Source: an optimization exercise on an open RTL-to-GDS flow (aim: small area, a short achievable clock period and few clock cycles). Production flows keep margins and buffers that such runs may drop.
Only simulation tests tie the RTL to the original design; equivalence was not proved.

==> flow/design.v (excerpt) <==
module matrix_multiply_int (
  input  wire logic                clk_i,
  input  wire logic                rst_ni,
  input  wire logic                in_valid_i,
  output logic                     in_ready_o,
  input  wire logic signed [15:0]  in_element_i,
  output logic                     out_valid_o,
  input  wire logic                out_ready_i,
  output logic signed [35:0]       out_product_o,
  output logic [2:0]               out_row_o,
  output logic [2:0]               out_col_o,
  output logic                     out_last_o,
  output logic                     out_not_possible_o,
  input  wire logic                cfg_valid_i,
  output logic                     cfg_ready_o,
  input  wire logic [3:0]          cfg_index_i,
  input  wire logic [3:0]          cfg_data_i
);
Settings: LEC_CHECK=0, ABC_CLOCK_PERIOD_IN_PS=2500, CAP_MARGIN=20, CORE_MARGIN=2, CORE_UTILIZATION=60, CTS_CLUSTER_DIAMETER=100, CTS_CLUSTER_SIZE=24, PLACE_DENSITY=0.72, SETUP_SLACK_MARGIN=4.4, SLEW_MARGIN=20; clock period 7.5 ns.
run.sh (not shown) runs the stock make flow with config.mk's settings and CLKGATE_MAP_FILE= SYNTH_SCRIPT=/design/flow/synth_recipe.tcl, a recipe that flattens the netlist after the stock synthesis.
Testbench counts at the start, summed over its fixed seeds: cycles 8,117.
Then changed:
--- a/flow/design.v
+++ b/flow/design.v
@@ -7253,53 +7253,60 @@
   logic       col_last, row_last;
   assign in_ready_o = in_rdy_q;
   assign acc        = in_valid_i && in_rdy_q;
   assign col_last   = ld_b_q ? ld_c_q[q1_q] : ld_c_q[n1_q];
   assign row_last   = ld_b_q ? ld_r_q[n1_q] : ld_r_q[m1_q];
   always_ff @(posedge clk_i or negedge rst_ni) begin
     if (!rst_ni) begin
-      ld_b_q <= 1'b0;
-      ld_r_q <= 8'd1;
-      ld_c_q <= 8'd1;
+      ld_b_q  <= 1'b0;
+      ld_r_q  <= 8'd1;
+      ld_c_q  <= 8'd1;
+      lbank_q <= 1'b0;
     end else if (cfg_hit) begin
-      ld_b_q <= 1'b0;
-      ld_r_q <= 8'd1;
-      ld_c_q <= 8'd1;
+      ld_b_q  <= 1'b0;
+      ld_r_q  <= 8'd1;
+      ld_c_q  <= 8'd1;
+      lbank_q <= 1'b0;
     end else if (acc && !mismatch) begin
       if (col_last) begin
         ld_c_q <= 8'd1;
         if (row_last) begin
           ld_r_q <= 8'd1;
           ld_b_q <= !ld_b_q;
+          if (ld_b_q) lbank_q <= dbl && !lbank_q;
         end else begin
           ld_r_q <= {ld_r_q[6:0], 1'b0};
         end
       end else begin
         ld_c_q <= {ld_c_q[6:0], 1'b0};
       end
     end
   end
   typedef struct packed {
     logic        np;       
     logic        b;        
     logic        last;     
     logic        lrow;     
+    logic        bank;     
     logic [7:0]  r;
     logic [7:0]  c;
     logic [15:0] d;
   } elem_t;
   elem_t e_new, h_q, s_q;
+  logic  dbl, lbank_q;
   logic  h_v_q, s_v_q, h_go, h_ok;
   logic  s_v_d;
   assign e_new.np   = mismatch;
   assign e_new.b    = ld_b_q && !mismatch;
   assign e_new.last = ld_b_q && !mismatch && col_last && row_last;
   assign e_new.lrow = ld_b_q && !mismatch && row_last;
-  assign e_new.r    = ld_r_q;
-  assign e_new.c    = ld_c_q;
+  assign dbl        = (n1_q <= 3'd3);
+  assign e_new.bank = lbank_q;
+  assign e_new.r    = (lbank_q && ld_b_q)  ? {ld_r_q[3:0], 4'b0} : ld_r_q;
+  assign e_new.c    = (lbank_q && !ld_b_q) ? {ld_c_q[3:0], 4'b0} : ld_c_q;
   assign e_new.d    = in_element_i;
   assign h_go = h_v_q && h_ok;
   always_comb begin
     s_v_d = s_v_q;
     if (h_go || !h_v_q) s_v_d = s_v_q && acc;
     else if (acc)       s_v_d = 1'b1;
   end
@@ -7325,43 +7332,47 @@
   logic       act_q;            
   logic       own_q;            
   logic [7:0] col_rdy_q;        
   logic       commit, flush;
   logic [7:0] oi_q, oj_q;       
   logic [7:0] a_lat_q;          
   logic [7:0] b_lat_q;          
+  logic       sbank_q;          
   logic       issue, credit_ok, np_go, start;
   logic [CAP-1:0] cth_q, cth_d;  
   logic       cok_q, cok_d, own_d;
   assign credit_ok = cok_q;
   assign issue     = act_q && credit_ok && (!own_q || |(oj_q & col_rdy_q));
   assign start     = h_go && h_q.lrow && !own_q;
   assign commit    = h_go && h_q.last;
   assign flush     = cfg_hit;
   always_comb begin
     if (h_q.np)       h_ok = !act_q && credit_ok;
     else if (own_q)   h_ok = 1'b1;
     else if (!act_q)  h_ok = 1'b1;
+    else if (h_q.bank != sbank_q) h_ok = !h_q.lrow;
     else if (h_q.b)   h_ok = !h_q.lrow && |(h_q.c & b_lat_q);
     else              h_ok = |(h_q.r & a_lat_q);
   end
   assign np_go = h_go && h_q.np;
   always_ff @(posedge clk_i or negedge rst_ni) begin
     if (!rst_ni) begin
       act_q   <= 1'b0;
       oi_q    <= 8'd1;
       oj_q    <= 8'd1;
       a_lat_q <= '0;
       b_lat_q <= '0;
+      sbank_q <= 1'b0;
     end else if (flush) begin
       act_q   <= 1'b0;
       oi_q    <= 8'd1;
       oj_q    <= 8'd1;
     end else if (start) begin
       act_q   <= 1'b1;
+      sbank_q <= h_q.bank;
       oi_q    <= 8'd1;
       oj_q    <= 8'd1;
       a_lat_q <= '0;
       b_lat_q <= '0;
     end else if (issue) begin
       if (oj_q[0])      a_lat_q <= a_lat_q | oi_q;
       if (oi_q[m1_q])   b_lat_q <= b_lat_q | oj_q;
@@ -7415,15 +7426,15 @@
       end
     end
   end
   for (genvar k = 0; k < 8; k++) begin : g_enc
     logic [16:0] bx;
     logic        use_k;
     assign bx    = {bcol[k], 1'b0};
-    assign use_k = (3'(k) <= n1_q);
+    assign use_k = sbank_q ? (k >= 4 && 3'(k % 4) <= n1_q) : (3'(k) <= n1_q);
     for (genvar j = 0; j < 8; j++) begin : g_dig
       assign b_neg_d[k*8+j] = use_k && bx[2*j+2];
       assign b_one_d[k*8+j] = use_k && (bx[2*j+1] ^ bx[2*j]);
       assign b_two_d[k*8+j] = use_k && ((bx[2*j+2] && !bx[2*j+1] && !bx[2*j]) ||
                                         (!bx[2*j+2] && bx[2*j+1] && bx[2*j]));
     end
   end
Result:
- The changed run passed the timing, DRC and antenna checks
- hold slack stays flat
- clock-buffer cell count fell by 23
- maximum frequency went up by 0.42%
- utilization climbs by 0.82 points
Testbench counts after the change, summed over its fixed seeds: cycles 8,009.

separate check: timing with driven ports:
The results above use ideal ports. As a check the final layouts listed here were re-extracted and re-timed, cells and wires unchanged. Step 1 sets driving cells, clkbuf_16 on the clock port and buf_2 on the other inputs (assumed; they add their load-dependent delay and slew). Step 2 also shifts input and output timing later by t, the mid clock arrival at the registers, as if the neighbouring blocks saw the same clock. Three values: ideal ports, drivers, drivers and shift; two values: the first two.
run | shift t [ns] | slack for setup (ns) | worst setup path after step 2
the first run | 1.000 | 4.340 / 4.340 / 3.575 | input to register
the second run | 1.000 | 4.354 / 4.334 / 3.491 | input to register
After both steps setup and hold are still met in every run listed. The setup slack of the second run, which loses most, moves by -0.020 ns with the drivers and by -0.863 ns with both steps.
